This design comes from an exercise in tuning for small area, a short achievable clock period and few clock cycles per item on the open sky130 flow, not from production work. No run shown here included a check of the RTL's function; only the layout flow was run. Power is estimated from default activity; no workload was simulated.

## flow/design.v (module list and top-level ports; edited modules follow where they fit)
// module att_ctrl: 45 lines
// module att_dp: 234 lines
// module att_mul_shrink: 1312 lines
// module att_end999: 739 lines
// module acceptance_temperature_tuner: 49 lines
module acceptance_temperature_tuner (
    input  logic        i_clk,
    input  logic        i_rst_n,
    input  logic        i_in_valid,
    output logic        o_in_ready,
    input  logic        i_in_kind,
    input  logic [31:0] i_in_start_temp,
    input  logic [16:0] i_in_measured_pct,
    output logic        o_out_valid,
    input  logic        i_out_ready,
    output logic [31:0] o_out_run_temp,
    output logic [31:0] o_out_end_temp,
    output logic [23:0] o_out_run_length,
    output logic [1:0]  o_out_status,
    input  logic        i_cfg_valid,
    output logic        o_cfg_ready,
    input  logic [2:0]  i_cfg_index,
    input  logic [31:0] i_cfg_data
);
  // ...
==> flow/run.sh <==
#!/bin/bash
# synth_recipe.tcl (not shown) runs the flow's synth.tcl, then flattens the netlist and writes it again
# the make line also repeats each setting of config.mk as NAME=value (left out here)
make -C /OpenROAD-flow-scripts/flow DESIGN_CONFIG=/design/flow/config.mk WORK_HOME=/design/flow/orfs CLKGATE_MAP_FILE= SYNTH_SCRIPT=/design/flow/synth_recipe.tcl finish
==> flow/config.mk <==
export PLATFORM = sky130hd
export DESIGN_NAME = acceptance_temperature_tuner
export DESIGN_NICKNAME = acceptance_temperature_tuner
export VERILOG_FILES = /design/flow/design.v
export SDC_FILE = /design/flow/constraint.sdc
export NUM_CORES = 4
export LEC_CHECK = 0
export CAP_MARGIN = 20
export CORE_MARGIN = 2
export CORE_UTILIZATION = 40
export SLEW_MARGIN = 20
==> flow/constraint.sdc <==
create_clock -name core_clock -period 10.0 [get_ports {i_clk}]
set_input_delay 2.0000 -clock core_clock [delete_from_list [all_inputs] [get_ports {i_clk}]]
set_output_delay 2.0000 -clock core_clock [all_outputs]
set_load 0.01 [all_outputs]
==> flow_summary.yaml, run 1 <==
sta:
  final_hold_violation_count: 0
  layout_setup_ws_ns: 1.36
  slew_viol_final: 0
  timing.slew.headroom: 0.190
  layout_worst_path_cycle_share: 0.864
  crit_path_time_final_ns: 8.64
  worst_slew_pin_slew_ns: 1.21
place:
  place_inst: 7800
  dp_worst_setup_slack_ns: 1.46
  routabilityCongestion: 0.951
final_layout:
  most_common_cell_after_layout_fill_and_taps_aside: "sky130_fd_sc_hd__nand2_1"
  finalCoreUtilization: 0.448
  most_frequent_cells_in_the_layout: "sky130_fd_sc_hd__nand2_1, sky130_fd_sc_hd__inv_1, sky130_fd_sc_hd__fa_1"
  area_growth_syn_to_layout_pct: 10.8
  buffers: 282
  multi_input_gates: 4658
  sequential_cell_area_um2: 9970
  dominant_cells: "multi-input combinational cells"
global_route:
  globalRouteMet2Util: 0.425
  globalRouteOverflowTotal: 0
  global_route.peak_usage_layer: "met2"
pwr:
  internal-power_mw: 6.49
  vdd_ir_drop_max_uv: 506
  power_per_cell_area_nw_per_um2: 207
  netSwitchingFraction: 0.452
status:
  run_status: "timing/DRC/antenna clean"
yosys:
  synth_compound_gate_area_share: 0.166
  synth_fp_nets: 7268
  yosys.area_share.simple: 0.175
  flop_and_latch_count_out_of_synthesis: 451
  synth-xor-area-share: 0.0336
  post_synth_inst_count: 6144
  netlist-cell-type-count: 88
  synth_enable_flop_cells: 92
clock_network:
  cts.sinks: 451
  cts_tree: "built"
setup_path:
  rr_endpoint: "u_dp.r_runs[20]$_SDFF_PN0_"
  number_of_buffer_and_inverter_stages_on_the_critical_path: 1
  critPathTopFamily: "simple AND/OR/NAND/NOR gates"
detailed_routing:
  drt_pre_antenna_iters: 5
  highest_layer: "met5"
==> module att_dp, before the edit <==
module att_dp (
    input  logic                i_clk,
    input  logic                i_rst_n,
    input  logic                i_cfg_valid,
    input  att_pkg::t_cfg_idx   i_cfg_index,
    input  att_pkg::t_cfg_data  i_cfg_data,
    input  att_pkg::t_temp      i_start_temp,
    input  att_pkg::t_pct       i_measured_pct,
    input  att_pkg::t_cmd       i_cmd,
    output att_pkg::t_sts       o_sts,
    output att_pkg::t_temp      o_run_temp,
    output att_pkg::t_temp      o_end_temp,
    output att_pkg::t_runs      o_run_length,
    output att_pkg::t_status    o_status
);
    att_pkg::t_temp   r_step_initial;
    att_pkg::t_factor r_step_factor;
    att_pkg::t_temp   r_step_minimum;
    att_pkg::t_pct    r_pct_low;
    att_pkg::t_pct    r_pct_high;
    att_pkg::t_runs   r_runs_base;
    att_pkg::t_runs   r_runs_inc;
    att_pkg::t_runs   r_runs_ceiling;
    att_pkg::t_temp   r_temp;
    att_pkg::t_temp   r_step;
    att_pkg::t_temp   r_shr;       
    logic             r_stale;
    logic             r_up;
    logic             r_down;
    att_pkg::t_count  r_count;
    logic [24:0]      r_prod;      
    logic             r_pstale;    
    logic [3:0]       r_pbit;      
    att_pkg::t_runs   r_runs;
    att_pkg::t_status r_status;
    logic             r_start;     
    att_pkg::t_temp   mul_a;
    att_pkg::t_temp   mul_q;
    assign mul_a = r_stale ? r_step : r_shr;
    att_mul_shrink u_mul (
        .a (mul_a),
        .f (r_step_factor),
        .p (mul_q)
    );
    logic over_band;
    logic below_band;
    assign over_band  = i_measured_pct > r_pct_high;
    assign below_band = i_measured_pct < r_pct_low;
    att_pkg::t_temp   step_up;     
    att_pkg::t_temp   step_dn;     
    logic [32:0]      temp_sum;
    att_pkg::t_temp   temp_up;
    att_pkg::t_temp   temp_dn;
    logic             dn_loop;
    logic             adj_up;
    assign adj_up   = r_down || (r_up && below_band);
    assign step_up  = adj_up ? r_shr : r_step;
    assign step_dn  = r_up   ? r_shr : r_step;
    assign temp_sum = {1'b0, r_temp} + {1'b0, step_up};
    assign temp_up  = temp_sum[32] ? '1 : temp_sum[31:0];
    assign temp_dn  = r_temp - step_dn;
    assign dn_loop  = r_temp <= step_dn;
    logic             loop_done;
    assign loop_done = r_temp >= r_shr;
    logic             count_max;
    logic [25:0]      acc_a;
    logic [23:0]      acc_b;
    logic [25:0]      acc_s;
    logic [24:0]      prod_next;
    logic [24:0]      prod_meas;
    logic [25:0]      runs_sum;
    att_pkg::t_runs   runs_next;
    assign count_max = (r_count == '1);
    assign acc_a     = r_pstale ? {r_prod, 1'b0} : {1'b0, r_prod};
    assign acc_b     = (r_pstale && !r_count[15]) ? '0 : r_runs_inc;
    assign acc_s     = acc_a + {2'b0, acc_b};
    assign prod_next = (acc_s > 26'h1000000) ? 25'h1000000 : acc_s[24:0];
    assign prod_meas = count_max ? r_prod : prod_next;
    assign runs_sum  = {2'b0, r_runs_base} + {1'b0, prod_meas};
    assign runs_next = (runs_sum > 26'hFFFFFF) ? '1 : runs_sum[23:0];
    always_ff @(posedge i_clk) begin
        if (!i_rst_n) begin
            r_step_initial <= 32'd65536;
            r_step_factor  <= 16'd32768;
            r_step_minimum <= 32'd1;
            r_pct_low      <= 17'd19661;
            r_pct_high     <= 17'd32768;
            r_runs_base    <= 24'd1000;
            r_runs_inc     <= 24'd100;
            r_runs_ceiling <= 24'd10000;
            r_temp         <= '0;
            r_step         <= '0;
            r_shr          <= '0;
            r_stale        <= 1'b0;
            r_up           <= 1'b0;
            r_down         <= 1'b0;
            r_count        <= '0;
            r_prod         <= '0;
            r_pstale       <= 1'b0;
            r_pbit         <= '0;
            r_runs         <= '0;
        end else begin
            if (i_cfg_valid) begin
                case (i_cfg_index)
                    att_pkg::CfgStepInitial:   r_step_initial <= i_cfg_data;
                    att_pkg::CfgStepFactor:    r_step_factor  <= i_cfg_data[15:0];
                    att_pkg::CfgStepMinimum:   r_step_minimum <= i_cfg_data;
                    att_pkg::CfgPctLow:        r_pct_low      <= i_cfg_data[16:0];
                    att_pkg::CfgPctHigh:       r_pct_high     <= i_cfg_data[16:0];
                    att_pkg::CfgRunsBase:      r_runs_base    <= i_cfg_data[23:0];
                    att_pkg::CfgRunsIncrement: r_runs_inc     <= i_cfg_data[23:0];
                    att_pkg::CfgRunsCeiling:   r_runs_ceiling <= i_cfg_data[23:0];
                    default: begin
                    end
                endcase
            end
            if (r_stale) begin
                r_shr   <= mul_q;
                r_stale <= 1'b0;
            end
            if (r_pstale) begin
                r_prod  <= prod_next;
                r_count <= {r_count[14:0], r_count[15]};
                r_pbit <= r_pbit - 4'd1;
                if (r_pbit == 4'd0) begin
                    r_pstale <= 1'b0;
                end
            end
            if (i_cfg_valid && (i_cfg_index == att_pkg::CfgStepFactor)) begin
                r_stale <= 1'b1;
            end
            if (i_cfg_valid && (i_cfg_index == att_pkg::CfgRunsIncrement) && (r_count != '0)) begin
                r_pstale <= 1'b1;
                r_pbit   <= 4'd15;
                r_prod   <= '0;
            end
            if (i_cmd.accept_start) begin
                r_temp  <= i_start_temp;
                r_step  <= r_step_initial;
                r_stale <= 1'b1;
                r_up    <= 1'b0;
                r_down  <= 1'b0;
                r_count <= '0;
                r_prod  <= '0;
                r_runs  <= r_runs_base;
            end
            if (i_cmd.accept_measure) begin
                if (!count_max) begin
                    r_count <= r_count + 16'd1;
                    r_prod  <= prod_next;
                end
                if (r_runs < r_runs_ceiling) begin
                    r_runs <= runs_next;
                end
                if (i_cmd.over) begin
                    r_up   <= 1'b1;
                    r_down <= 1'b0;
                    r_temp <= temp_up;
                    r_step <= step_up;
                    if (adj_up) begin
                        r_shr <= mul_q;
                    end
                end else if (i_cmd.below) begin
                    r_up   <= 1'b0;
                    r_down <= 1'b1;
                    r_step <= step_dn;
                    if (r_up) begin
                        r_shr <= mul_q;
                    end
                    if (!dn_loop) begin
                        r_temp <= temp_dn;
                    end
                end else begin
                    r_up   <= 1'b0;
                    r_down <= 1'b0;
                end
            end
            if (i_cmd.loop) begin
                r_step <= r_shr;
                r_shr  <= mul_q;
                if (loop_done) begin
                    r_temp <= r_temp - r_shr;
                end
            end
        end
    end
    always_ff @(posedge i_clk) begin
        if (i_cmd.accept_start) begin
            r_status <= att_pkg::StatusContinue;
            r_start  <= 1'b1;
        end
        if (i_cmd.accept_measure) begin
            r_start <= 1'b0;
            if (i_cmd.over) begin
                r_status <= att_pkg::StatusContinue;
            end else if (i_cmd.below) begin
                r_status <= (step_dn < r_step_minimum) ? att_pkg::StatusGaveUp : att_pkg::StatusContinue;
            end else begin
                r_status <= att_pkg::StatusSettled;
            end
        end
        if (i_cmd.loop) begin
            r_status <= (r_shr < r_step_minimum) ? att_pkg::StatusGaveUp : att_pkg::StatusContinue;
        end
    end
    att_pkg::t_temp end_meas;
    att_pkg::t_temp end_start;
    att_end999 u_end (
        .x (r_temp),
        .y (end_meas)
    );
    assign end_start = r_temp - {31'b0, (r_temp != '0)};
    att_pkg::t_temp   r_out_temp;
    att_pkg::t_temp   r_out_end;
    att_pkg::t_runs   r_out_len;
    att_pkg::t_status r_out_status;
    always_ff @(posedge i_clk) begin
        if (i_cmd.load_out) begin
            r_out_temp   <= r_temp;
            r_out_end    <= r_start ? end_start : end_meas;
            r_out_len    <= r_runs;
            r_out_status <= r_status;
        end
    end
    assign o_sts.hold       = r_pstale || (r_stale && (r_up || r_down));
    assign o_sts.enter_loop = dn_loop;
    assign o_sts.loop_done  = loop_done;
    assign o_sts.over_band  = over_band;
    assign o_sts.below_band = below_band;
    assign o_run_temp   = r_out_temp;
    assign o_end_temp   = r_out_end;
    assign o_run_length = r_out_len;
    assign o_status     = r_out_status;
endmodule
==> inputs of run 2 (changes only) <==
--- a/flow/design.v
+++ b/flow/design.v
@@ -119,7 +119,7 @@
     logic             r_start;     
     att_pkg::t_temp   mul_a;
     att_pkg::t_temp   mul_q;
-    assign mul_a = r_stale ? r_step : r_shr;
+    assign mul_a = r_shr;
     att_mul_shrink u_mul (
         .a (mul_a),
         .f (r_step_factor),
@@ -127,40 +127,68 @@
     );
     logic over_band;
     logic below_band;
-    assign over_band  = i_measured_pct > r_pct_high;
-    assign below_band = i_measured_pct < r_pct_low;
+    logic ge_high;
+    logic ge_low;
+    logic [16:0] pct_d0;
+    logic [16:0] pct_d1;
+    att_add17 u_cmp_high (.a(r_pct_high), .b(~i_measured_pct), .cin(1'b1), .s(pct_d0), .co(ge_high));
+    att_add17 u_cmp_low  (.a(i_measured_pct), .b(~r_pct_low), .cin(1'b1), .s(pct_d1), .co(ge_low));
+    assign over_band  = !ge_high;
+    assign below_band = !ge_low;
     att_pkg::t_temp   step_up;     
     att_pkg::t_temp   step_dn;     
-    logic [32:0]      temp_sum;
+    att_pkg::t_temp   temp_sum;
+    logic             temp_ovf;
     att_pkg::t_temp   temp_up;
     att_pkg::t_temp   temp_dn;
-    logic             dn_loop;
+    logic             temp_ge;     
+    logic             dn_loop;     
+    logic             step_ge;     
+    att_pkg::t_temp   min_d;
+    logic             gave_up;     
     logic             adj_up;
-    assign adj_up   = r_down || (r_up && below_band);
-    assign step_up  = adj_up ? r_shr : r_step;
-    assign step_dn  = r_up   ? r_shr : r_step;
-    assign temp_sum = {1'b0, r_temp} + {1'b0, step_up};
-    assign temp_up  = temp_sum[32] ? '1 : temp_sum[31:0];
-    assign temp_dn  = r_temp - step_dn;
-    assign dn_loop  = r_temp <= step_dn;
+    assign adj_up    = r_down || (r_up && below_band);
+    assign step_up   = adj_up ? r_shr : r_step;
+    att_add32 u_add_up (.a(r_temp), .b(step_up), .cin(1'b0), .s(temp_sum), .co(temp_ovf));
+    assign temp_up   = temp_ovf ? '1 : temp_sum;
+    assign step_dn   = (r_up || i_cmd.loop) ? r_shr : r_step;
+    att_add32 u_sub_dn (.a(r_temp), .b(~step_dn), .cin(1'b1), .s(temp_dn), .co(temp_ge));
+    assign dn_loop   = !temp_ge || (temp_dn == '0);
+    att_add32 u_cmp_min (.a(step_dn), .b(~r_step_minimum), .cin(1'b1), .s(min_d), .co(step_ge));
+    assign gave_up   = !step_ge;
     logic             loop_done;
-    assign loop_done = r_temp >= r_shr;
+    assign loop_done = temp_ge;
     logic             count_max;
     logic [25:0]      acc_a;
-    logic [23:0]      acc_b;
+    logic [25:0]      acc_b;
     logic [25:0]      acc_s;
+    logic             acc_c;
     logic [24:0]      prod_next;
-    logic [24:0]      prod_meas;
+    logic [23:0]      runs_add;
+    logic [25:0]      csa_s;
+    logic [25:0]      csa_c;
+    logic [24:0]      csa_m;
     logic [25:0]      runs_sum;
+    logic             runs_c;
     att_pkg::t_runs   runs_next;
+    att_pkg::t_runs   ceil_d;
+    logic             runs_ge;     
+    att_pkg::t_count  count_inc;
+    logic             count_c;
     assign count_max = (r_count == '1);
     assign acc_a     = r_pstale ? {r_prod, 1'b0} : {1'b0, r_prod};
-    assign acc_b     = (r_pstale && !r_count[15]) ? '0 : r_runs_inc;
-    assign acc_s     = acc_a + {2'b0, acc_b};
-    assign prod_next = (acc_s > 26'h1000000) ? 25'h1000000 : acc_s[24:0];
-    assign prod_meas = count_max ? r_prod : prod_next;
-    assign runs_sum  = {2'b0, r_runs_base} + {1'b0, prod_meas};
-    assign runs_next = (runs_sum > 26'hFFFFFF) ? '1 : runs_sum[23:0];
+    assign acc_b     = (r_pstale && !r_count[15]) ? '0 : {2'b0, r_runs_inc};
+    att_add26 u_add_prod (.a(acc_a), .b(acc_b), .cin(1'b0), .s(acc_s), .co(acc_c));
+    assign prod_next = (acc_s[25] || (acc_s[24] && (acc_s[23:0] != '0))) ? 25'h1000000 : acc_s[24:0];
+    assign runs_add  = count_max ? '0 : r_runs_inc;
+    assign csa_s     = {2'b0, r_runs_base} ^ {1'b0, r_prod} ^ {2'b0, runs_add};
+    assign csa_m     = ({1'b0, r_runs_base} & r_prod) | ({1'b0, r_runs_base} & {1'b0, runs_add}) |
+                       (r_prod & {1'b0, runs_add});
+    assign csa_c     = {csa_m, 1'b0};
+    att_add26 u_add_runs (.a(csa_s), .b(csa_c), .cin(1'b0), .s(runs_sum), .co(runs_c));
+    assign runs_next = (runs_sum[25] || runs_sum[24]) ? '1 : runs_sum[23:0];
+    att_add24 u_cmp_ceil (.a(r_runs), .b(~r_runs_ceiling), .cin(1'b1), .s(ceil_d), .co(runs_ge));
+    att_add16 u_inc_count (.a(r_count), .b('0), .cin(1'b1), .s(count_inc), .co(count_c));
     always_ff @(posedge i_clk) begin
         if (!i_rst_n) begin
             r_step_initial <= 32'd65536;
@@ -210,6 +238,7 @@
                 end
             end
             if (i_cfg_valid && (i_cfg_index == att_pkg::CfgStepFactor)) begin
+                r_shr   <= r_step;
                 r_stale <= 1'b1;
             end
             if (i_cfg_valid && (i_cfg_index == att_pkg::CfgRunsIncrement) && (r_count != '0)) begin
@@ -220,6 +249,7 @@
             if (i_cmd.accept_start) begin
                 r_temp  <= i_start_temp;
                 r_step  <= r_step_initial;
+                r_shr   <= r_step_initial;
                 r_stale <= 1'b1;
                 r_up    <= 1'b0;
                 r_down  <= 1'b0;
@@ -229,10 +259,10 @@
             end
             if (i_cmd.accept_measure) begin
                 if (!count_max) begin
-                    r_count <= r_count + 16'd1;
+                    r_count <= count_inc;
                     r_prod  <= prod_next;
                 end
-                if (r_runs < r_runs_ceiling) begin
+                if (!runs_ge) begin
                     r_runs <= runs_next;
                 end
                 if (i_cmd.over) begin
@@ -262,7 +292,7 @@
                 r_step <= r_shr;
                 r_shr  <= mul_q;
                 if (loop_done) begin
-                    r_temp <= r_temp - r_shr;
+                    r_temp <= temp_dn;
                 end
             end
         end
@@ -277,13 +307,13 @@
             if (i_cmd.over) begin
                 r_status <= att_pkg::StatusContinue;
             end else if (i_cmd.below) begin
-                r_status <= (step_dn < r_step_minimum) ? att_pkg::StatusGaveUp : att_pkg::StatusContinue;
+                r_status <= gave_up ? att_pkg::StatusGaveUp : att_pkg::StatusContinue;
             end else begin
                 r_status <= att_pkg::StatusSettled;
             end
         end
         if (i_cmd.loop) begin
-            r_status <= (r_shr < r_step_minimum) ? att_pkg::StatusGaveUp : att_pkg::StatusContinue;
+            r_status <= gave_up ? att_pkg::StatusGaveUp : att_pkg::StatusContinue;
         end
     end
     att_pkg::t_temp end_meas;
@@ -292,7 +322,10 @@
         .x (r_temp),
         .y (end_meas)
     );
-    assign end_start = r_temp - {31'b0, (r_temp != '0)};
+    att_pkg::t_temp dec_s;
+    logic           dec_c;
+    att_add32 u_dec (.a(r_temp), .b('1), .cin(1'b0), .s(dec_s), .co(dec_c));
+    assign end_start = dec_c ? dec_s : '0;
     att_pkg::t_temp   r_out_temp;
     att_pkg::t_temp   r_out_end;
     att_pkg::t_runs   r_out_len;
@@ -2366,6 +2399,683 @@
     wire [46:0] sum = sa + sb;
     assign y = sum[45:14];
 endmodule
+module att_add32 (
+    input  logic [31:0] a,
+    input  logic [31:0] b,
+    input  logic        cin,
+    output logic [31:0] s,
+    output logic        co
+);
+    wire p0 = a[0] ^ b[0];
+    wire g0 = a[0] & b[0];
+    wire p1 = a[1] ^ b[1];
+    wire g1 = a[1] & b[1];
+    wire p2 = a[2] ^ b[2];
+    wire g2 = a[2] & b[2];
+    wire p3 = a[3] ^ b[3];
+    wire g3 = a[3] & b[3];
+    wire p4 = a[4] ^ b[4];
+    wire g4 = a[4] & b[4];
+    wire p5 = a[5] ^ b[5];
+    wire g5 = a[5] & b[5];
+    wire p6 = a[6] ^ b[6];
+    wire g6 = a[6] & b[6];
+    wire p7 = a[7] ^ b[7];
+    wire g7 = a[7] & b[7];
+    wire p8 = a[8] ^ b[8];
+    wire g8 = a[8] & b[8];
+    wire p9 = a[9] ^ b[9];
+    wire g9 = a[9] & b[9];
+    wire p10 = a[10] ^ b[10];
+    wire g10 = a[10] & b[10];
+    wire p11 = a[11] ^ b[11];
+    wire g11 = a[11] & b[11];
+    wire p12 = a[12] ^ b[12];
+    wire g12 = a[12] & b[12];
+    wire p13 = a[13] ^ b[13];
+    wire g13 = a[13] & b[13];
+    wire p14 = a[14] ^ b[14];
+    wire g14 = a[14] & b[14];
+    wire p15 = a[15] ^ b[15];
+    wire g15 = a[15] & b[15];
+    wire p16 = a[16] ^ b[16];
+    wire g16 = a[16] & b[16];
+    wire p17 = a[17] ^ b[17];
+    wire g17 = a[17] & b[17];
+    wire p18 = a[18] ^ b[18];
+    wire g18 = a[18] & b[18];
+    wire p19 = a[19] ^ b[19];
+    wire g19 = a[19] & b[19];
+    wire p20 = a[20] ^ b[20];
+    wire g20 = a[20] & b[20];
+    wire p21 = a[21] ^ b[21];
+    wire g21 = a[21] & b[21];
+    wire p22 = a[22] ^ b[22];
+    wire g22 = a[22] & b[22];
+    wire p23 = a[23] ^ b[23];
+    wire g23 = a[23] & b[23];
+    wire p24 = a[24] ^ b[24];
+    wire g24 = a[24] & b[24];
+    wire p25 = a[25] ^ b[25];
+    wire g25 = a[25] & b[25];
+    wire p26 = a[26] ^ b[26];
+    wire g26 = a[26] & b[26];
+    wire p27 = a[27] ^ b[27];
+    wire g27 = a[27] & b[27];
+    wire p28 = a[28] ^ b[28];
+    wire g28 = a[28] & b[28];
+    wire p29 = a[29] ^ b[29];
+    wire g29 = a[29] & b[29];
+    wire p30 = a[30] ^ b[30];
+    wire g30 = a[30] & b[30];
+    wire p31 = a[31] ^ b[31];
+    wire g31 = a[31] & b[31];
+    wire gg1 = g0 | (p0 & cin);
+    wire gg2 = g2 | (p2 & g1);
+    wire pp2 = p2 & p1;
+    wire gg3 = g4 | (p4 & g3);
+    wire pp3 = p4 & p3;
+    wire gg4 = g6 | (p6 & g5);
+    wire pp4 = p6 & p5;
+    wire gg5 = g8 | (p8 & g7);
+    wire pp5 = p8 & p7;
+    wire gg6 = g10 | (p10 & g9);
+    wire pp6 = p10 & p9;
+    wire gg7 = g12 | (p12 & g11);
+    wire pp7 = p12 & p11;
+    wire gg8 = g14 | (p14 & g13);
+    wire pp8 = p14 & p13;
+    wire gg9 = g16 | (p16 & g15);
+    wire pp9 = p16 & p15;
+    wire gg10 = g18 | (p18 & g17);
+    wire pp10 = p18 & p17;
+    wire gg11 = g20 | (p20 & g19);
+    wire pp11 = p20 & p19;
+    wire gg12 = g22 | (p22 & g21);
+    wire pp12 = p22 & p21;
+    wire gg13 = g24 | (p24 & g23);
+    wire pp13 = p24 & p23;
+    wire gg14 = g26 | (p26 & g25);
+    wire pp14 = p26 & p25;
+    wire gg15 = g28 | (p28 & g27);
+    wire pp15 = p28 & p27;
+    wire gg16 = g30 | (p30 & g29);
+    wire pp16 = p30 & p29;
+    wire gg17 = gg2 | (pp2 & gg1);
+    wire gg18 = gg4 | (pp4 & gg3);
+    wire pp18 = pp4 & pp3;
+    wire gg19 = gg6 | (pp6 & gg5);
+    wire pp19 = pp6 & pp5;
+    wire gg20 = gg8 | (pp8 & gg7);
+    wire pp20 = pp8 & pp7;
+    wire gg21 = gg10 | (pp10 & gg9);
+    wire pp21 = pp10 & pp9;
+    wire gg22 = gg12 | (pp12 & gg11);
+    wire pp22 = pp12 & pp11;
+    wire gg23 = gg14 | (pp14 & gg13);
+    wire pp23 = pp14 & pp13;
+    wire gg24 = gg16 | (pp16 & gg15);
+    wire pp24 = pp16 & pp15;
+    wire gg25 = gg18 | (pp18 & gg17);
+    wire gg26 = gg20 | (pp20 & gg19);
+    wire pp26 = pp20 & pp19;
+    wire gg27 = gg22 | (pp22 & gg21);
+    wire pp27 = pp22 & pp21;
+    wire gg28 = gg24 | (pp24 & gg23);
+    wire pp28 = pp24 & pp23;
+    wire gg29 = gg26 | (pp26 & gg25);
+    wire gg30 = gg28 | (pp28 & gg27);
+    wire pp30 = pp28 & pp27;
+    wire gg31 = gg30 | (pp30 & gg29);
+    wire gg32 = gg27 | (pp27 & gg29);
+    wire gg33 = gg19 | (pp19 & gg25);
+    wire gg34 = gg21 | (pp21 & gg29);
+    wire gg35 = gg23 | (pp23 & gg32);
+    wire gg36 = gg3 | (pp3 & gg17);
+    wire gg37 = gg5 | (pp5 & gg25);
+    wire gg38 = gg7 | (pp7 & gg33);
+    wire gg39 = gg9 | (pp9 & gg29);
+    wire gg40 = gg11 | (pp11 & gg34);
+    wire gg41 = gg13 | (pp13 & gg32);
+    wire gg42 = gg15 | (pp15 & gg35);
+    wire gg43 = g1 | (p1 & gg1);
+    wire gg44 = g3 | (p3 & gg17);
+    wire gg45 = g5 | (p5 & gg36);
+    wire gg46 = g7 | (p7 & gg25);
+    wire gg47 = g9 | (p9 & gg37);
+    wire gg48 = g11 | (p11 & gg33);
+    wire gg49 = g13 | (p13 & gg38);
+    wire gg50 = g15 | (p15 & gg29);
+    wire gg51 = g17 | (p17 & gg39);
+    wire gg52 = g19 | (p19 & gg34);
+    wire gg53 = g21 | (p21 & gg40);
+    wire gg54 = g23 | (p23 & gg32);
+    wire gg55 = g25 | (p25 & gg41);
+    wire gg56 = g27 | (p27 & gg35);
+    wire gg57 = g29 | (p29 & gg42);
+    wire gg58 = g31 | (p31 & gg31);
+    assign s[0] = p0 ^ cin;
+    assign s[1] = p1 ^ gg1;
+    assign s[2] = p2 ^ gg43;
+    assign s[3] = p3 ^ gg17;
+    assign s[4] = p4 ^ gg44;
+    assign s[5] = p5 ^ gg36;
+    assign s[6] = p6 ^ gg45;
+    assign s[7] = p7 ^ gg25;
+    assign s[8] = p8 ^ gg46;
+    assign s[9] = p9 ^ gg37;
+    assign s[10] = p10 ^ gg47;
+    assign s[11] = p11 ^ gg33;
+    assign s[12] = p12 ^ gg48;
+    assign s[13] = p13 ^ gg38;
+    assign s[14] = p14 ^ gg49;
+    assign s[15] = p15 ^ gg29;
+    assign s[16] = p16 ^ gg50;
+    assign s[17] = p17 ^ gg39;
+    assign s[18] = p18 ^ gg51;
+    assign s[19] = p19 ^ gg34;
+    assign s[20] = p20 ^ gg52;
+    assign s[21] = p21 ^ gg40;
+    assign s[22] = p22 ^ gg53;
+    assign s[23] = p23 ^ gg32;
+    assign s[24] = p24 ^ gg54;
+    assign s[25] = p25 ^ gg41;
+    assign s[26] = p26 ^ gg55;
+    assign s[27] = p27 ^ gg35;
+    assign s[28] = p28 ^ gg56;
+    assign s[29] = p29 ^ gg42;
+    assign s[30] = p30 ^ gg57;
+    assign s[31] = p31 ^ gg31;
+    assign co = gg58;
+endmodule
+module att_add26 (
+    input  logic [25:0] a,
+    input  logic [25:0] b,
+    input  logic        cin,
+    output logic [25:0] s,
+    output logic        co
+);
+    wire p0 = a[0] ^ b[0];
+    wire g0 = a[0] & b[0];
+    wire p1 = a[1] ^ b[1];
+    wire g1 = a[1] & b[1];
+    wire p2 = a[2] ^ b[2];
+    wire g2 = a[2] & b[2];
+    wire p3 = a[3] ^ b[3];
+    wire g3 = a[3] & b[3];
+    wire p4 = a[4] ^ b[4];
+    wire g4 = a[4] & b[4];
+    wire p5 = a[5] ^ b[5];
+    wire g5 = a[5] & b[5];
+    wire p6 = a[6] ^ b[6];
+    wire g6 = a[6] & b[6];
+    wire p7 = a[7] ^ b[7];
+    wire g7 = a[7] & b[7];
+    wire p8 = a[8] ^ b[8];
+    wire g8 = a[8] & b[8];
+    wire p9 = a[9] ^ b[9];
+    wire g9 = a[9] & b[9];
+    wire p10 = a[10] ^ b[10];
+    wire g10 = a[10] & b[10];
+    wire p11 = a[11] ^ b[11];
+    wire g11 = a[11] & b[11];
+    wire p12 = a[12] ^ b[12];
+    wire g12 = a[12] & b[12];
+    wire p13 = a[13] ^ b[13];
+    wire g13 = a[13] & b[13];
+    wire p14 = a[14] ^ b[14];
+    wire g14 = a[14] & b[14];
+    wire p15 = a[15] ^ b[15];
+    wire g15 = a[15] & b[15];
+    wire p16 = a[16] ^ b[16];
+    wire g16 = a[16] & b[16];
+    wire p17 = a[17] ^ b[17];
+    wire g17 = a[17] & b[17];
+    wire p18 = a[18] ^ b[18];
+    wire g18 = a[18] & b[18];
+    wire p19 = a[19] ^ b[19];
+    wire g19 = a[19] & b[19];
+    wire p20 = a[20] ^ b[20];
+    wire g20 = a[20] & b[20];
+    wire p21 = a[21] ^ b[21];
+    wire g21 = a[21] & b[21];
+    wire p22 = a[22] ^ b[22];
+    wire g22 = a[22] & b[22];
+    wire p23 = a[23] ^ b[23];
+    wire g23 = a[23] & b[23];
+    wire p24 = a[24] ^ b[24];
+    wire g24 = a[24] & b[24];
+    wire p25 = a[25] ^ b[25];
+    wire g25 = a[25] & b[25];
+    wire gg1 = g0 | (p0 & cin);
+    wire gg2 = g2 | (p2 & g1);
+    wire pp2 = p2 & p1;
+    wire gg3 = g4 | (p4 & g3);
+    wire pp3 = p4 & p3;
+    wire gg4 = g6 | (p6 & g5);
+    wire pp4 = p6 & p5;
+    wire gg5 = g8 | (p8 & g7);
+    wire pp5 = p8 & p7;
+    wire gg6 = g10 | (p10 & g9);
+    wire pp6 = p10 & p9;
+    wire gg7 = g12 | (p12 & g11);
+    wire pp7 = p12 & p11;
+    wire gg8 = g14 | (p14 & g13);
+    wire pp8 = p14 & p13;
+    wire gg9 = g16 | (p16 & g15);
+    wire pp9 = p16 & p15;
+    wire gg10 = g18 | (p18 & g17);
+    wire pp10 = p18 & p17;
+    wire gg11 = g20 | (p20 & g19);
+    wire pp11 = p20 & p19;
+    wire gg12 = g22 | (p22 & g21);
+    wire pp12 = p22 & p21;
+    wire gg13 = g24 | (p24 & g23);
+    wire pp13 = p24 & p23;
+    wire gg14 = gg2 | (pp2 & gg1);
+    wire gg15 = gg4 | (pp4 & gg3);
+    wire pp15 = pp4 & pp3;
+    wire gg16 = gg6 | (pp6 & gg5);
+    wire pp16 = pp6 & pp5;
+    wire gg17 = gg8 | (pp8 & gg7);
+    wire pp17 = pp8 & pp7;
+    wire gg18 = gg10 | (pp10 & gg9);
+    wire pp18 = pp10 & pp9;
+    wire gg19 = gg12 | (pp12 & gg11);
+    wire pp19 = pp12 & pp11;
+    wire gg20 = gg15 | (pp15 & gg14);
+    wire gg21 = gg17 | (pp17 & gg16);
+    wire pp21 = pp17 & pp16;
+    wire gg22 = gg19 | (pp19 & gg18);
+    wire pp22 = pp19 & pp18;
+    wire gg23 = gg21 | (pp21 & gg20);
+    wire gg24 = gg22 | (pp22 & gg23);
+    wire gg25 = gg16 | (pp16 & gg20);
+    wire gg26 = gg18 | (pp18 & gg23);
+    wire gg27 = gg3 | (pp3 & gg14);
+    wire gg28 = gg5 | (pp5 & gg20);
+    wire gg29 = gg7 | (pp7 & gg25);
+    wire gg30 = gg9 | (pp9 & gg23);
+    wire gg31 = gg11 | (pp11 & gg26);
+    wire gg32 = gg13 | (pp13 & gg24);
+    wire gg33 = g1 | (p1 & gg1);
+    wire gg34 = g3 | (p3 & gg14);
+    wire gg35 = g5 | (p5 & gg27);
+    wire gg36 = g7 | (p7 & gg20);
+    wire gg37 = g9 | (p9 & gg28);
+    wire gg38 = g11 | (p11 & gg25);
+    wire gg39 = g13 | (p13 & gg29);
+    wire gg40 = g15 | (p15 & gg23);
+    wire gg41 = g17 | (p17 & gg30);
+    wire gg42 = g19 | (p19 & gg26);
+    wire gg43 = g21 | (p21 & gg31);
+    wire gg44 = g23 | (p23 & gg24);
+    wire gg45 = g25 | (p25 & gg32);
+    assign s[0] = p0 ^ cin;
+    assign s[1] = p1 ^ gg1;
+    assign s[2] = p2 ^ gg33;
+    assign s[3] = p3 ^ gg14;
+    assign s[4] = p4 ^ gg34;
+    assign s[5] = p5 ^ gg27;
+    assign s[6] = p6 ^ gg35;
+    assign s[7] = p7 ^ gg20;
+    assign s[8] = p8 ^ gg36;
+    assign s[9] = p9 ^ gg28;
+    assign s[10] = p10 ^ gg37;
+    assign s[11] = p11 ^ gg25;
+    assign s[12] = p12 ^ gg38;
+    assign s[13] = p13 ^ gg29;
+    assign s[14] = p14 ^ gg39;
+    assign s[15] = p15 ^ gg23;
+    assign s[16] = p16 ^ gg40;
+    assign s[17] = p17 ^ gg30;
+    assign s[18] = p18 ^ gg41;
+    assign s[19] = p19 ^ gg26;
+    assign s[20] = p20 ^ gg42;
+    assign s[21] = p21 ^ gg31;
+    assign s[22] = p22 ^ gg43;
+    assign s[23] = p23 ^ gg24;
+    assign s[24] = p24 ^ gg44;
+    assign s[25] = p25 ^ gg32;
+    assign co = gg45;
+endmodule
+module att_add24 (
+    input  logic [23:0] a,
+    input  logic [23:0] b,
+    input  logic        cin,
+    output logic [23:0] s,
+    output logic        co
+);
+    wire p0 = a[0] ^ b[0];
+    wire g0 = a[0] & b[0];
+    wire p1 = a[1] ^ b[1];
+    wire g1 = a[1] & b[1];
+    wire p2 = a[2] ^ b[2];
+    wire g2 = a[2] & b[2];
+    wire p3 = a[3] ^ b[3];
+    wire g3 = a[3] & b[3];
+    wire p4 = a[4] ^ b[4];
+    wire g4 = a[4] & b[4];
+    wire p5 = a[5] ^ b[5];
+    wire g5 = a[5] & b[5];
+    wire p6 = a[6] ^ b[6];
+    wire g6 = a[6] & b[6];
+    wire p7 = a[7] ^ b[7];
+    wire g7 = a[7] & b[7];
+    wire p8 = a[8] ^ b[8];
+    wire g8 = a[8] & b[8];
+    wire p9 = a[9] ^ b[9];
+    wire g9 = a[9] & b[9];
+    wire p10 = a[10] ^ b[10];
+    wire g10 = a[10] & b[10];
+    wire p11 = a[11] ^ b[11];
+    wire g11 = a[11] & b[11];
+    wire p12 = a[12] ^ b[12];
+    wire g12 = a[12] & b[12];
+    wire p13 = a[13] ^ b[13];
+    wire g13 = a[13] & b[13];
+    wire p14 = a[14] ^ b[14];
+    wire g14 = a[14] & b[14];
+    wire p15 = a[15] ^ b[15];
+    wire g15 = a[15] & b[15];
+    wire p16 = a[16] ^ b[16];
+    wire g16 = a[16] & b[16];
+    wire p17 = a[17] ^ b[17];
+    wire g17 = a[17] & b[17];
+    wire p18 = a[18] ^ b[18];
+    wire g18 = a[18] & b[18];
+    wire p19 = a[19] ^ b[19];
+    wire g19 = a[19] & b[19];
+    wire p20 = a[20] ^ b[20];
+    wire g20 = a[20] & b[20];
+    wire p21 = a[21] ^ b[21];
+    wire g21 = a[21] & b[21];
+    wire p22 = a[22] ^ b[22];
+    wire g22 = a[22] & b[22];
+    wire p23 = a[23] ^ b[23];
+    wire g23 = a[23] & b[23];
+    wire gg1 = g0 | (p0 & cin);
+    wire gg2 = g2 | (p2 & g1);
+    wire pp2 = p2 & p1;
+    wire gg3 = g4 | (p4 & g3);
+    wire pp3 = p4 & p3;
+    wire gg4 = g6 | (p6 & g5);
+    wire pp4 = p6 & p5;
+    wire gg5 = g8 | (p8 & g7);
+    wire pp5 = p8 & p7;
+    wire gg6 = g10 | (p10 & g9);
+    wire pp6 = p10 & p9;
+    wire gg7 = g12 | (p12 & g11);
+    wire pp7 = p12 & p11;
+    wire gg8 = g14 | (p14 & g13);
+    wire pp8 = p14 & p13;
+    wire gg9 = g16 | (p16 & g15);
+    wire pp9 = p16 & p15;
+    wire gg10 = g18 | (p18 & g17);
+    wire pp10 = p18 & p17;
+    wire gg11 = g20 | (p20 & g19);
+    wire pp11 = p20 & p19;
+    wire gg12 = g22 | (p22 & g21);
+    wire pp12 = p22 & p21;
+    wire gg13 = gg2 | (pp2 & gg1);
+    wire gg14 = gg4 | (pp4 & gg3);
+    wire pp14 = pp4 & pp3;
+    wire gg15 = gg6 | (pp6 & gg5);
+    wire pp15 = pp6 & pp5;
+    wire gg16 = gg8 | (pp8 & gg7);
+    wire pp16 = pp8 & pp7;
+    wire gg17 = gg10 | (pp10 & gg9);
+    wire pp17 = pp10 & pp9;
+    wire gg18 = gg12 | (pp12 & gg11);
+    wire pp18 = pp12 & pp11;
+    wire gg19 = gg14 | (pp14 & gg13);
+    wire gg20 = gg16 | (pp16 & gg15);
+    wire pp20 = pp16 & pp15;
+    wire gg21 = gg18 | (pp18 & gg17);
+    wire pp21 = pp18 & pp17;
+    wire gg22 = gg20 | (pp20 & gg19);
+    wire gg23 = gg21 | (pp21 & gg22);
+    wire gg24 = gg15 | (pp15 & gg19);
+    wire gg25 = gg17 | (pp17 & gg22);
+    wire gg26 = gg3 | (pp3 & gg13);
+    wire gg27 = gg5 | (pp5 & gg19);
+    wire gg28 = gg7 | (pp7 & gg24);
+    wire gg29 = gg9 | (pp9 & gg22);
+    wire gg30 = gg11 | (pp11 & gg25);
+    wire gg31 = g1 | (p1 & gg1);
+    wire gg32 = g3 | (p3 & gg13);
+    wire gg33 = g5 | (p5 & gg26);
+    wire gg34 = g7 | (p7 & gg19);
+    wire gg35 = g9 | (p9 & gg27);
+    wire gg36 = g11 | (p11 & gg24);
+    wire gg37 = g13 | (p13 & gg28);
+    wire gg38 = g15 | (p15 & gg22);
+    wire gg39 = g17 | (p17 & gg29);
+    wire gg40 = g19 | (p19 & gg25);
+    wire gg41 = g21 | (p21 & gg30);
+    wire gg42 = g23 | (p23 & gg23);
+    assign s[0] = p0 ^ cin;
+    assign s[1] = p1 ^ gg1;
+    assign s[2] = p2 ^ gg31;
+    assign s[3] = p3 ^ gg13;
+    assign s[4] = p4 ^ gg32;
+    assign s[5] = p5 ^ gg26;
+    assign s[6] = p6 ^ gg33;
+    assign s[7] = p7 ^ gg19;
+    assign s[8] = p8 ^ gg34;
+    assign s[9] = p9 ^ gg27;
+    assign s[10] = p10 ^ gg35;
+    assign s[11] = p11 ^ gg24;
+    assign s[12] = p12 ^ gg36;
+    assign s[13] = p13 ^ gg28;
+    assign s[14] = p14 ^ gg37;
+    assign s[15] = p15 ^ gg22;
+    assign s[16] = p16 ^ gg38;
+    assign s[17] = p17 ^ gg29;
+    assign s[18] = p18 ^ gg39;
+    assign s[19] = p19 ^ gg25;
+    assign s[20] = p20 ^ gg40;
+    assign s[21] = p21 ^ gg30;
+    assign s[22] = p22 ^ gg41;
+    assign s[23] = p23 ^ gg23;
+    assign co = gg42;
+endmodule
+module att_add17 (
+    input  logic [16:0] a,
+    input  logic [16:0] b,
+    input  logic        cin,
+    output logic [16:0] s,
+    output logic        co
+);
+    wire p0 = a[0] ^ b[0];
+    wire g0 = a[0] & b[0];
+    wire p1 = a[1] ^ b[1];
+    wire g1 = a[1] & b[1];
+    wire p2 = a[2] ^ b[2];
+    wire g2 = a[2] & b[2];
+    wire p3 = a[3] ^ b[3];
+    wire g3 = a[3] & b[3];
+    wire p4 = a[4] ^ b[4];
+    wire g4 = a[4] & b[4];
+    wire p5 = a[5] ^ b[5];
+    wire g5 = a[5] & b[5];
+    wire p6 = a[6] ^ b[6];
+    wire g6 = a[6] & b[6];
+    wire p7 = a[7] ^ b[7];
+    wire g7 = a[7] & b[7];
+    wire p8 = a[8] ^ b[8];
+    wire g8 = a[8] & b[8];
+    wire p9 = a[9] ^ b[9];
+    wire g9 = a[9] & b[9];
+    wire p10 = a[10] ^ b[10];
+    wire g10 = a[10] & b[10];
+    wire p11 = a[11] ^ b[11];
+    wire g11 = a[11] & b[11];
+    wire p12 = a[12] ^ b[12];
+    wire g12 = a[12] & b[12];
+    wire p13 = a[13] ^ b[13];
+    wire g13 = a[13] & b[13];
+    wire p14 = a[14] ^ b[14];
+    wire g14 = a[14] & b[14];
+    wire p15 = a[15] ^ b[15];
+    wire g15 = a[15] & b[15];
+    wire p16 = a[16] ^ b[16];
+    wire g16 = a[16] & b[16];
+    wire gg1 = g0 | (p0 & cin);
+    wire gg2 = g2 | (p2 & g1);
+    wire pp2 = p2 & p1;
+    wire gg3 = g4 | (p4 & g3);
+    wire pp3 = p4 & p3;
+    wire gg4 = g6 | (p6 & g5);
+    wire pp4 = p6 & p5;
+    wire gg5 = g8 | (p8 & g7);
+    wire pp5 = p8 & p7;
+    wire gg6 = g10 | (p10 & g9);
+    wire pp6 = p10 & p9;
+    wire gg7 = g12 | (p12 & g11);
+    wire pp7 = p12 & p11;
+    wire gg8 = g14 | (p14 & g13);
+    wire pp8 = p14 & p13;
+    wire gg9 = g16 | (p16 & g15);
+    wire pp9 = p16 & p15;
+    wire gg10 = gg2 | (pp2 & gg1);
+    wire gg11 = gg4 | (pp4 & gg3);
+    wire pp11 = pp4 & pp3;
+    wire gg12 = gg6 | (pp6 & gg5);
+    wire pp12 = pp6 & pp5;
+    wire gg13 = gg8 | (pp8 & gg7);
+    wire pp13 = pp8 & pp7;
+    wire gg14 = gg11 | (pp11 & gg10);
+    wire gg15 = gg13 | (pp13 & gg12);
+    wire pp15 = pp13 & pp12;
+    wire gg16 = gg15 | (pp15 & gg14);
+    wire gg17 = gg12 | (pp12 & gg14);
+    wire gg18 = gg3 | (pp3 & gg10);
+    wire gg19 = gg5 | (pp5 & gg14);
+    wire gg20 = gg7 | (pp7 & gg17);
+    wire gg21 = gg9 | (pp9 & gg16);
+    wire gg22 = g1 | (p1 & gg1);
+    wire gg23 = g3 | (p3 & gg10);
+    wire gg24 = g5 | (p5 & gg18);
+    wire gg25 = g7 | (p7 & gg14);
+    wire gg26 = g9 | (p9 & gg19);
+    wire gg27 = g11 | (p11 & gg17);
+    wire gg28 = g13 | (p13 & gg20);
+    wire gg29 = g15 | (p15 & gg16);
+    assign s[0] = p0 ^ cin;
+    assign s[1] = p1 ^ gg1;
+    assign s[2] = p2 ^ gg22;
+    assign s[3] = p3 ^ gg10;
+    assign s[4] = p4 ^ gg23;
+    assign s[5] = p5 ^ gg18;
+    assign s[6] = p6 ^ gg24;
+    assign s[7] = p7 ^ gg14;
+    assign s[8] = p8 ^ gg25;
+    assign s[9] = p9 ^ gg19;
+    assign s[10] = p10 ^ gg26;
+    assign s[11] = p11 ^ gg17;
+    assign s[12] = p12 ^ gg27;
+    assign s[13] = p13 ^ gg20;
+    assign s[14] = p14 ^ gg28;
+    assign s[15] = p15 ^ gg16;
+    assign s[16] = p16 ^ gg29;
+    assign co = gg21;
+endmodule
+module att_add16 (
+    input  logic [15:0] a,
+    input  logic [15:0] b,
+    input  logic        cin,
+    output logic [15:0] s,
+    output logic        co
+);
+    wire p0 = a[0] ^ b[0];
+    wire g0 = a[0] & b[0];
+    wire p1 = a[1] ^ b[1];
+    wire g1 = a[1] & b[1];
+    wire p2 = a[2] ^ b[2];
+    wire g2 = a[2] & b[2];
+    wire p3 = a[3] ^ b[3];
+    wire g3 = a[3] & b[3];
+    wire p4 = a[4] ^ b[4];
+    wire g4 = a[4] & b[4];
+    wire p5 = a[5] ^ b[5];
+    wire g5 = a[5] & b[5];
+    wire p6 = a[6] ^ b[6];
+    wire g6 = a[6] & b[6];
+    wire p7 = a[7] ^ b[7];
+    wire g7 = a[7] & b[7];
+    wire p8 = a[8] ^ b[8];
+    wire g8 = a[8] & b[8];
+    wire p9 = a[9] ^ b[9];
+    wire g9 = a[9] & b[9];
+    wire p10 = a[10] ^ b[10];
+    wire g10 = a[10] & b[10];
+    wire p11 = a[11] ^ b[11];
+    wire g11 = a[11] & b[11];
+    wire p12 = a[12] ^ b[12];
+    wire g12 = a[12] & b[12];
+    wire p13 = a[13] ^ b[13];
+    wire g13 = a[13] & b[13];
+    wire p14 = a[14] ^ b[14];
+    wire g14 = a[14] & b[14];
+    wire p15 = a[15] ^ b[15];
+    wire g15 = a[15] & b[15];
+    wire gg1 = g0 | (p0 & cin);
+    wire gg2 = g2 | (p2 & g1);
+    wire pp2 = p2 & p1;
+    wire gg3 = g4 | (p4 & g3);
+    wire pp3 = p4 & p3;
+    wire gg4 = g6 | (p6 & g5);
+    wire pp4 = p6 & p5;
+    wire gg5 = g8 | (p8 & g7);
+    wire pp5 = p8 & p7;
+    wire gg6 = g10 | (p10 & g9);
+    wire pp6 = p10 & p9;
+    wire gg7 = g12 | (p12 & g11);
+    wire pp7 = p12 & p11;
+    wire gg8 = g14 | (p14 & g13);
+    wire pp8 = p14 & p13;
+    wire gg9 = gg2 | (pp2 & gg1);
+    wire gg10 = gg4 | (pp4 & gg3);
+    wire pp10 = pp4 & pp3;
+    wire gg11 = gg6 | (pp6 & gg5);
+    wire pp11 = pp6 & pp5;
+    wire gg12 = gg8 | (pp8 & gg7);
+    wire pp12 = pp8 & pp7;
+    wire gg13 = gg10 | (pp10 & gg9);
+    wire gg14 = gg12 | (pp12 & gg11);
+    wire pp14 = pp12 & pp11;
+    wire gg15 = gg14 | (pp14 & gg13);
+    wire gg16 = gg11 | (pp11 & gg13);
+    wire gg17 = gg3 | (pp3 & gg9);
+    wire gg18 = gg5 | (pp5 & gg13);
+    wire gg19 = gg7 | (pp7 & gg16);
+    wire gg20 = g1 | (p1 & gg1);
+    wire gg21 = g3 | (p3 & gg9);
+    wire gg22 = g5 | (p5 & gg17);
+    wire gg23 = g7 | (p7 & gg13);
+    wire gg24 = g9 | (p9 & gg18);
+    wire gg25 = g11 | (p11 & gg16);
+    wire gg26 = g13 | (p13 & gg19);
+    wire gg27 = g15 | (p15 & gg15);
+    assign s[0] = p0 ^ cin;
+    assign s[1] = p1 ^ gg1;
+    assign s[2] = p2 ^ gg20;
+    assign s[3] = p3 ^ gg9;
+    assign s[4] = p4 ^ gg21;
+    assign s[5] = p5 ^ gg17;
+    assign s[6] = p6 ^ gg22;
+    assign s[7] = p7 ^ gg13;
+    assign s[8] = p8 ^ gg23;
+    assign s[9] = p9 ^ gg18;
+    assign s[10] = p10 ^ gg24;
+    assign s[11] = p11 ^ gg16;
+    assign s[12] = p12 ^ gg25;
+    assign s[13] = p13 ^ gg19;
+    assign s[14] = p14 ^ gg26;
+    assign s[15] = p15 ^ gg15;
+    assign co = gg27;
+endmodule
 module acceptance_temperature_tuner (
     input  logic        i_clk,
     input  logic        i_rst_n,
--- a/flow/config.mk
+++ b/flow/config.mk
@@ -8,4 +8,5 @@
 export CAP_MARGIN = 20
 export CORE_MARGIN = 2
 export CORE_UTILIZATION = 40
+export SETUP_SLACK_MARGIN = 5.0
 export SLEW_MARGIN = 20
==> run 2 against run 1 <==
Largest cell class unchanged; die area is 2.6% lower; fmax increased by 29%; first-iteration DRC count grew 4.2%; combinational power is 8.5% higher; final cell count is 0.90% lower; critical path type is now in -> reg; clock skew shrank 0.0066 ns.
==> flow_summary.yaml, run 2 <==
clock_network:
  path_clk_slew_ns: 0.07
  cts.sinks: 451
  cts_tree: "built"
  clock_latency_ns: 0.69
  max-clock-path-buffers: 3
  cts_inserted_buffers: 54
  htree_num_levels: 2
  cts_root_buf: "sky130_fd_sc_hd__clkbuf_16"
worst_hold_path:
  whs_path_depth: 0
  min_path_type: "reg -> reg"
place:
  routabilityCongestion: 1.00
  place.port_buffers: 181
  dp.final_hpwl_um: 124000
  dp_worst_setup_slack_ns: 1.10
  placement.cell_area_um2: 54700
floorplan:
  die_area_um2: 129000
  initial_core_util: 0.402
  num_io_pins: 183
  fp.dieW_um: 358
  core_area_um2: 125000
  die_height_um: 358
  row_count: 130
global_route:
  globalRouteOverflowTotal: 0
  first_global_vias: 44900
  globalRouteMet2Util: 0.479
  grt_usage: 0.292
  grtUsageMet1: 0.367
  grt_max_degree: 114
  global_route.peak_usage_layer: "met2"
  grt_use_met3: 0.0687
  first_pass_grt_wire_length_um: 281000
  grt_antenna_before_repair: 5
sta:
  timing.slew.headroom: 0.269
  setup-tns-final_ns: 0
  final_hold_violation_count: 0
  report.final.setup_viol: 0
  fin_worst_skew_ns: 0.0557
  layout_setup_ws_ns: 3.31
  grt_setup_unrepaired: "true"
  layout_worst_path_cycle_share: 0.669
  slew_viol_final: 0
  max_clock_freq_ghz: 0.149
  worst_slew_pin_slew_ns: 1.09
  crit_path_time_final_ns: 6.69
yosys:
  synth_area_leader_cell: "sky130_fd_sc_hd__fa_1"
  synth-xor-area-share: 0.0230
  synth_adder_area_share: 0.365
  synth_enable_flop_cells: 92
  share_of_the_synthesized_area_in_the_top_cell_type: 0.270
  post_synth_mux_area_share: 0.0318
  yosys_most_used_dff: "sky130_fd_sc_hd__dfxtp_1"
  synth_compound_gate_area_share: 0.132
  post_synth.cell_area_avg_um2: 8.76
  netlist-cell-type-count: 82
  yosysMostFrequentCell: "sky130_fd_sc_hd__inv_1"
  synthArstFlopShare: 0
  ys.warnings.count: 2
  post_synth_most_frequent_cells: "sky130_fd_sc_hd__inv_1, sky130_fd_sc_hd__nand2_1, sky130_fd_sc_hd__fa_1"
  post_synth_inst_count: 5740
  flop_and_latch_count_out_of_synthesis: 451
  yosys.area_share.simple: 0.156
  synth_top_family_by_area: "adder cells"
  ranking_of_synthesized_cells_by_area: "sky130_fd_sc_hd__fa_1, sky130_fd_sc_hd__dfxtp_1, sky130_fd_sc_hd__ha_1, sky130_fd_sc_hd__inv_1, sky130_fd_sc_hd__nand2_1"
  synth_fp_nets: 6890
  synth_sequential_area_ratio: 0.198
  area_of_the_mapped_netlist_um2: 50300
pwr:
  cell_leakage_power_nw: 27.6
  sequentialPowerShare: 0.173
  netSwitchingFraction: 0.419
  internal-power_mw: 7.30
  p_clk_frac: 0.175
  comb_power_share: 0.652
  power_per_cell_area_nw_per_um2: 198
  power_switching_mw: 5.27
  vdd_ir_drop_max_uv: 395
setup_path:
  worst_ep_required_time_ns: 10.59
  critical_path_arrival_ns: 7.29
  critPathTopFamily: "compound AO/OA/AOI/OAI gates"
  cp_common_cell: "sky130_fd_sc_hd__nor2_2"
  worstSetupEndpointType: "flop"
  number_of_buffer_and_inverter_stages_on_the_critical_path: 6
  worst-r2r-setup-slack_ns: 3.82
  worst-path-stages: 28
  timing_worst_setup_path_type: "in -> reg"
  slowest_delay_ns: 0.49
  cp-start-kind: "primary input"
  cpMaxStageDelayCell: "sky130_fd_sc_hd__clkdlybuf4s50_1"
  crit-reg2reg-launch: "u_dp.r_step_factor[2]$_SDFFE_PN0P_"
  timing.critical_path.fanout_max: 7
  r2r.worst_path.cells: 25
  rr_endpoint: "u_dp.r_shr[21]$_SDFF_PN0_"
  setup.worst_path.end: "u_dp.r_temp[16]$_SDFF_PN0_"
  crit_start: "i_in_measured_pct[15]"
final_layout:
  layout-drive-gt1-share: 0.223
  finalCoreUtilization: 0.509
  area_growth_syn_to_layout_pct: 26.7
  finish.instance_area_um2: 63700
  most_common_cell_after_layout_fill_and_taps_aside: "sky130_fd_sc_hd__inv_1"
  most_frequent_cells_in_the_layout: "sky130_fd_sc_hd__inv_1, sky130_fd_sc_hd__nand2_1, sky130_fd_sc_hd__fa_1"
  nets: 7286
  nFillCells: 11300
job:
  maxCapViolCount: 0
detailed_routing:
  drt-wirelength-per-cell_um: 24.0
  post-route-drc-count: 0
  drt-vias-per-instance: 5.58
  dr_total_vias: 43700
  detail_route.iter0.violations: 3890
  route.final.wire_length_um: 188000
  drt_pre_antenna_iters: 6
  ant_nets: 0
status:
  run_status: "timing/DRC/antenna clean"
-- run 2: cell count changes in the layout (fill, tap and decap cells not counted), moves of 57 or more --
cell                      before  now
sky130_fd_sc_hd__nand2_1    1058  772
sky130_fd_sc_hd__buf_4       102  304
sky130_fd_sc_hd__a21oi_1     500  323
sky130_fd_sc_hd__o21ai_0     274  137
sky130_fd_sc_hd__ha_1        432  303
sky130_fd_sc_hd__fa_2          0  100
sky130_fd_sc_hd__buf_6         0   94
sky130_fd_sc_hd__inv_2         0   84
sky130_fd_sc_hd__ha_4          0   68
sky130_fd_sc_hd__mux2i_1      30   97
sky130_fd_sc_hd__nand3_1     106   42
sky130_fd_sc_hd__and2_1      243  300
-- run 2: layer usage --
layer | vias to the layer above | wire length (um)
met4 | 4 | 9980
li1 | 19400 | -
met3 | 526 | 17300
met5 | - | 25
met1 | 21900 | 73500
met2 | 1858 | 87400
-- run 2: what timing repair did --
action,4_1_cts,5_1_grt
pin swaps,324,252
buffers inserted,286,61
hold buffers,0,0
gates resized for setup,624,240
setup endpoints to repair,195,173
gates cloned,29,0
-- run 2: worst min path at each step --
stage | from | end | slack [ns]
5_1_grt | u_dp.r_status[1]$_DFFE_PP_ | u_dp.r_out_status[1]$_DFFE_PP_ | 0.44
6_report | u_dp.r_status[1]$_DFFE_PP_ | u_dp.r_out_status[1]$_DFFE_PP_ | 0.42
3_5_place_dp | u_dp.r_status[1]$_DFFE_PP_ | u_dp.r_out_status[1]$_DFFE_PP_ | 0.41
2_1_floorplan | u_dp.r_status[0]$_SDFFCE_PP0P_ | u_dp.r_out_status[0]$_DFFE_PP_ | 0.40
4_1_cts | u_dp.r_status[1]$_DFFE_PP_ | u_dp.r_out_status[1]$_DFFE_PP_ | 0.42
3_3_place_gp | u_dp.r_status[1]$_DFFE_PP_ | u_dp.r_out_status[1]$_DFFE_PP_ | 0.42
-- run 2: kinds of logic after synthesis --
group           Yosys count
xor+xnor                132
mux                     154
flops                   451
simple gates           1669
fa+ha+maj              1060
other cells               1
compound gates         1043
buf+inv                1230
-- run 2: stage by stage --
stage,hold WS (ns),std cells,total power [mW]
floorplan,0.400,5740,6.16
global placement,0.416,7353,7.61
detailed placement,0.405,7354,7.66
CTS,0.420,7771,11.3
global route,0.445,7832,13.4
finish,0.425,7833,12.6
-- run 2: cell type report --
type / instances / area (um2) / share of cell area
multi-input cells: 4060 / 39000 / 0.613
clock inverters: 32 / 404 / 0.00635
flip-flops and latches: 451 / 10100 / 0.159
clock buffers: 70 / 1540 / 0.0241
diodes: 1 / 2.50 / 0.0000393
repair inverters: 3 / 62.6 / 0.000983
inverters: 907 / 3510 / 0.0552
repair buffers: 659 / 6910 / 0.109
well taps: 1650 / 2060 / 0.0324
-- run 2: power groups by stage --
stage	Combinational (mW)	Clock [mW]	Sequential [mW]
6_report	8.20	2.20	2.17
3_3_place_gp	5.36	0	2.25
2_1_floorplan	3.95	0	2.21
5_1_grt	8.90	2.30	2.19
4_1_cts	6.91	2.22	2.17
3_5_place_dp	5.41	0	2.25
==> inputs of run 3 (changes only) <==
--- a/flow/design.v
+++ b/flow/design.v
@@ -153,7 +153,8 @@
     assign temp_up   = temp_ovf ? '1 : temp_sum;
     assign step_dn   = (r_up || i_cmd.loop) ? r_shr : r_step;
     att_add32 u_sub_dn (.a(r_temp), .b(~step_dn), .cin(1'b1), .s(temp_dn), .co(temp_ge));
-    assign dn_loop   = !temp_ge || (temp_dn == '0);
+    att_pkg::t_temp   le_d;
+    att_add32 u_cmp_le (.a(step_dn), .b(~r_temp), .cin(1'b1), .s(le_d), .co(dn_loop));
     att_add32 u_cmp_min (.a(step_dn), .b(~r_step_minimum), .cin(1'b1), .s(min_d), .co(step_ge));
     assign gave_up   = !step_ge;
     logic             loop_done;
--- a/flow/config.mk
+++ b/flow/config.mk
@@ -8,5 +8,5 @@
 export CAP_MARGIN = 20
 export CORE_MARGIN = 2
 export CORE_UTILIZATION = 40
-export SETUP_SLACK_MARGIN = 5.0
+export SETUP_SLACK_MARGIN = 3.0
 export SLEW_MARGIN = 20
==> run 3 against run 2 <==
Sequential share of layout area increased by 1.3 points; clock skew decreased by 0.032 ns; combinational power decreased by 44%; clock-buffer cell count decreased by 7; utilization decreased by 5.5 points; first-iteration DRC count decreased by 19%; wire length decreased by 6.8%; synthesized cell count increased by 2.2%.
==> flow_summary.yaml, run 3 <==
status:
  run_status: "timing/DRC/antenna clean"
floorplan:
  num_io_pins: 183
  core_area_um2: 128000
  fp.dieW_um: 363
  die_height_um: 363
  initial_core_util: 0.404
  die_area_um2: 132000
  row_count: 131
detailed_routing:
  drt-vias-per-instance: 5.64
  drt_pre_antenna_iters: 7
  detail_route.iter0.violations: 3134
  post-route-drc-count: 0
  ant_nets: 0
  dr_total_vias: 43100
  drt-wirelength-per-cell_um: 22.9
  route.final.wire_length_um: 175000
final_layout:
  nFillCells: 12300
  layout-drive-gt1-share: 0.0829
  nets: 7117
  most_frequent_cells_in_the_layout: "sky130_fd_sc_hd__inv_1, sky130_fd_sc_hd__nand2_1, sky130_fd_sc_hd__fa_1"
  most_common_cell_after_layout_fill_and_taps_aside: "sky130_fd_sc_hd__inv_1"
  area_growth_syn_to_layout_pct: 12.5
clock_network:
  post_cts_hold_buffer_count: 0
  clock_latency_ns: 0.69
  path_clk_slew_ns: 0.06
  cts_inserted_buffers: 55
  cts.sinks: 451
  cts_tree: "built"
  cts_root_buf: "sky130_fd_sc_hd__clkbuf_16"
  max-clock-path-buffers: 3
  htree_num_levels: 2
setup_path:
  timing.critical_path.fanout_max: 7
  critical_path_arrival_ns: 7.59
  worst-path-stages: 25
  worst_ep_required_time_ns: 10.54
  r2r.worst_path.cells: 18
  timing_worst_setup_path_type: "in -> reg"
  critPathTopFamily: "compound AO/OA/AOI/OAI gates"
  cp-start-kind: "primary input"
  worstSetupEndpointType: "flop"
  number_of_buffer_and_inverter_stages_on_the_critical_path: 4
  cpMaxStageDelayCell: "sky130_fd_sc_hd__or4_4"
  slowest_delay_ns: 0.55
job:
  maxCapViolCount: 0
yosys:
  netlist-cell-type-count: 104
  post_synth.cell_area_avg_um2: 8.79
  post_synth_most_frequent_cells: "sky130_fd_sc_hd__inv_1, sky130_fd_sc_hd__nand2_1, sky130_fd_sc_hd__fa_1"
  synth_area_leader_cell: "sky130_fd_sc_hd__fa_1"
  synth_sequential_area_ratio: 0.193
  synth_fp_nets: 7050
  share_of_the_synthesized_area_in_the_top_cell_type: 0.263
  synthArstFlopShare: 0
  area_of_the_mapped_netlist_um2: 51600
  yosys_most_used_dff: "sky130_fd_sc_hd__dfxtp_1"
  flop_and_latch_count_out_of_synthesis: 451
  synth_enable_flop_cells: 92
  post_synth_inst_count: 5868
  yosysMostFrequentCell: "sky130_fd_sc_hd__inv_1"
  ranking_of_synthesized_cells_by_area: "sky130_fd_sc_hd__fa_1, sky130_fd_sc_hd__dfxtp_1, sky130_fd_sc_hd__ha_1, sky130_fd_sc_hd__inv_1, sky130_fd_sc_hd__nand2_1"
  ys.warnings.count: 2
global_route:
  grt_use_met3: 0.0373
  grt_antenna_before_repair: 11
  first_global_vias: 44500
  grtUsageMet1: 0.345
  grt_max_degree: 137
  global_route.peak_usage_layer: "met2"
  grt_usage: 0.266
  first_pass_grt_wire_length_um: 270000
  globalRouteOverflowTotal: 0
  globalRouteMet2Util: 0.448
sta:
  slew_viol_final: 0
  worst_slew_pin_slew_ns: 1.06
  layout_setup_ws_ns: 2.95
  setup-tns-final_ns: 0
  timing.slew.headroom: 0.292
  layout_worst_path_cycle_share: 0.705
  grt_setup_unrepaired: "true"
  max_clock_freq_ghz: 0.142
  report.final.setup_viol: 0
  fin_worst_skew_ns: 0.0242
  crit_path_time_final_ns: 7.05
  final_hold_violation_count: 0
pwr:
  power_per_cell_area_nw_per_um2: 154
  cell_leakage_power_nw: 25.6
  vdd_ir_drop_max_uv: 165
worst_hold_path:
  min_path_type: "reg -> reg"
  whs_path_depth: 2
place:
  dp.final_hpwl_um: 128000
  place.port_buffers: 181
  routabilityCongestion: 0.923
  dp_worst_setup_slack_ns: 1.15
## run 3: cell types whose count changed in the layout (fill, tap and decap cells not counted), sizes merged, moves of 32 or more
cell,delta
buf,-314
nor2,-81
nand2,+46
mux2i,-44
o21ai,+42
ha,+32
## run 3: worst paths after layout
check | from | end | slack, ns
max | i_in_measured_pct[12] | u_dp.r_temp[28]$_SDFF_PN0_ | 2.95
min | u_dp.r_step_factor[6]$_SDFFE_PN0P_ | u_dp.r_step_factor[6]$_SDFFE_PN0P_ | 0.45
max reg2reg | u_dp.r_temp[26]$_SDFF_PN0_ | u_dp.r_out_end[31]$_DFFE_PP_ | 3.25
min reg2reg | u_dp.r_step_factor[6]$_SDFFE_PN0P_ | u_dp.r_step_factor[6]$_SDFFE_PN0P_ | 0.45
## run 3: through the flow
stage / power (mW) / std cells / instance area [um2] / hold WS, ns / util
6_report: 8.93 / 7648 / 58000 / 0.453 / 0.454
2_1_floorplan: 5.43 / 5868 / 51800 / 0.400 / -
3_3_place_gp: 6.64 / 7508 / 55400 / 0.439 / 0.434
3_5_place_dp: 6.73 / 7510 / 55400 / 0.447 / 0.434
5_1_grt: 9.57 / 7644 / 58000 / 0.471 / 0.454
4_1_cts: 8.90 / 7633 / 57600 / 0.455 / 0.451
## run 3: what timing repair did
action,in CTS,in global routing
buffers inserted,16,11
cloned,3,0
gates resized for setup,52,76
pin swaps,26,63
endpoints found under the hold margin,0,0
setup endpoints to repair,69,68
## run 3: report_power, final
| group | switching [mW] | total [mW] | internal [mW] |
|---|---|---|---|
| combinational | 2.71 | 4.62 | 1.92 |
| clock | 0.961 | 2.15 | 1.19 |
| sequential | 0.122 | 2.16 | 2.04 |
## run 3: tightest hold or removal path, delay by kind of cell (launching register included)
family,cells,cell delay [ns]
and+or+nand+nor,1,0.05
AOI/OAI and AO/OA,1,0.05
DFF,1,0.30
## run 3: logic make-up (layout without fill, tap and decap cells)
logic type,Yosys count,in the layout,synth area share
multiplexers,135,135,0.0281
flip-flops,451,451,0.193
AO/OA/AOI/OAI,1134,1134,0.145
buffers and inverters,1230,1344,0.0919
AND/OR/NAND/NOR,1708,1708,0.159
adder cells (fa/ha/maj),1092,1092,0.364
other,1,5,0.0000727
XOR/XNOR,117,117,0.0199
## run 3: area by class of cell
| cell class | instances | area (um2) | share of cell area |
|---|---|---|---|
| inverters | 901 | 3400 | 0.0586 |
| well taps | 1662 | 2080 | 0.0359 |
| clock buffers | 63 | 1450 | 0.0249 |
| multi-input cells | 4187 | 37500 | 0.646 |
| repair inverters | 2 | 17.5 | 0.000302 |
| diodes | 4 | 10.0 | 0.000173 |
| repair buffers | 337 | 3130 | 0.0540 |
| flip-flops and latches | 451 | 9990 | 0.172 |
| clock inverters | 41 | 434 | 0.00749 |
## run 3: metal layers
metal	routed length [um]	vias up
met1	72400	21700
li1	-	19400
met2	83200	1617
met4	7630	2
met5	12	-
met3	12200	380

[separate check: timing with driven ports]
No port has a modelled driver above. Below, the same layouts with a new extraction and two added sets of constraints. Step 1 assumes that a clkbuf_16 drives the clock port and a buf_2 every other input. Step 2, shift: input delay + t, output delay - t, t = (earliest + latest rising clock arrival at the registers) / 2. This alone moves slack from input paths to output paths. Three values: ideal, step 1, step 2; two values: the first two.
run | shift t [ns] | setup WS [ns] | clock arrival spread, ns | slew at the worst register clock pin (ns)
run 1 | 0.744 | 1.362 / 1.362 / 1.362 | 0.063 / 0.063 | 0.07 / 0.07
run 2 | 0.742 | 3.307 / 3.362 / 2.621 | 0.060 / 0.061 | 0.07 / 0.07
run 3 | 0.753 | 2.946 / 2.985 / 2.232 | 0.026 / 0.026 | 0.07 / 0.07
After both steps setup and hold are still met in every run listed. For run 3, which loses most, drivers alone change the setup slack by +0.039 ns; drivers and shift together by -0.714 ns.
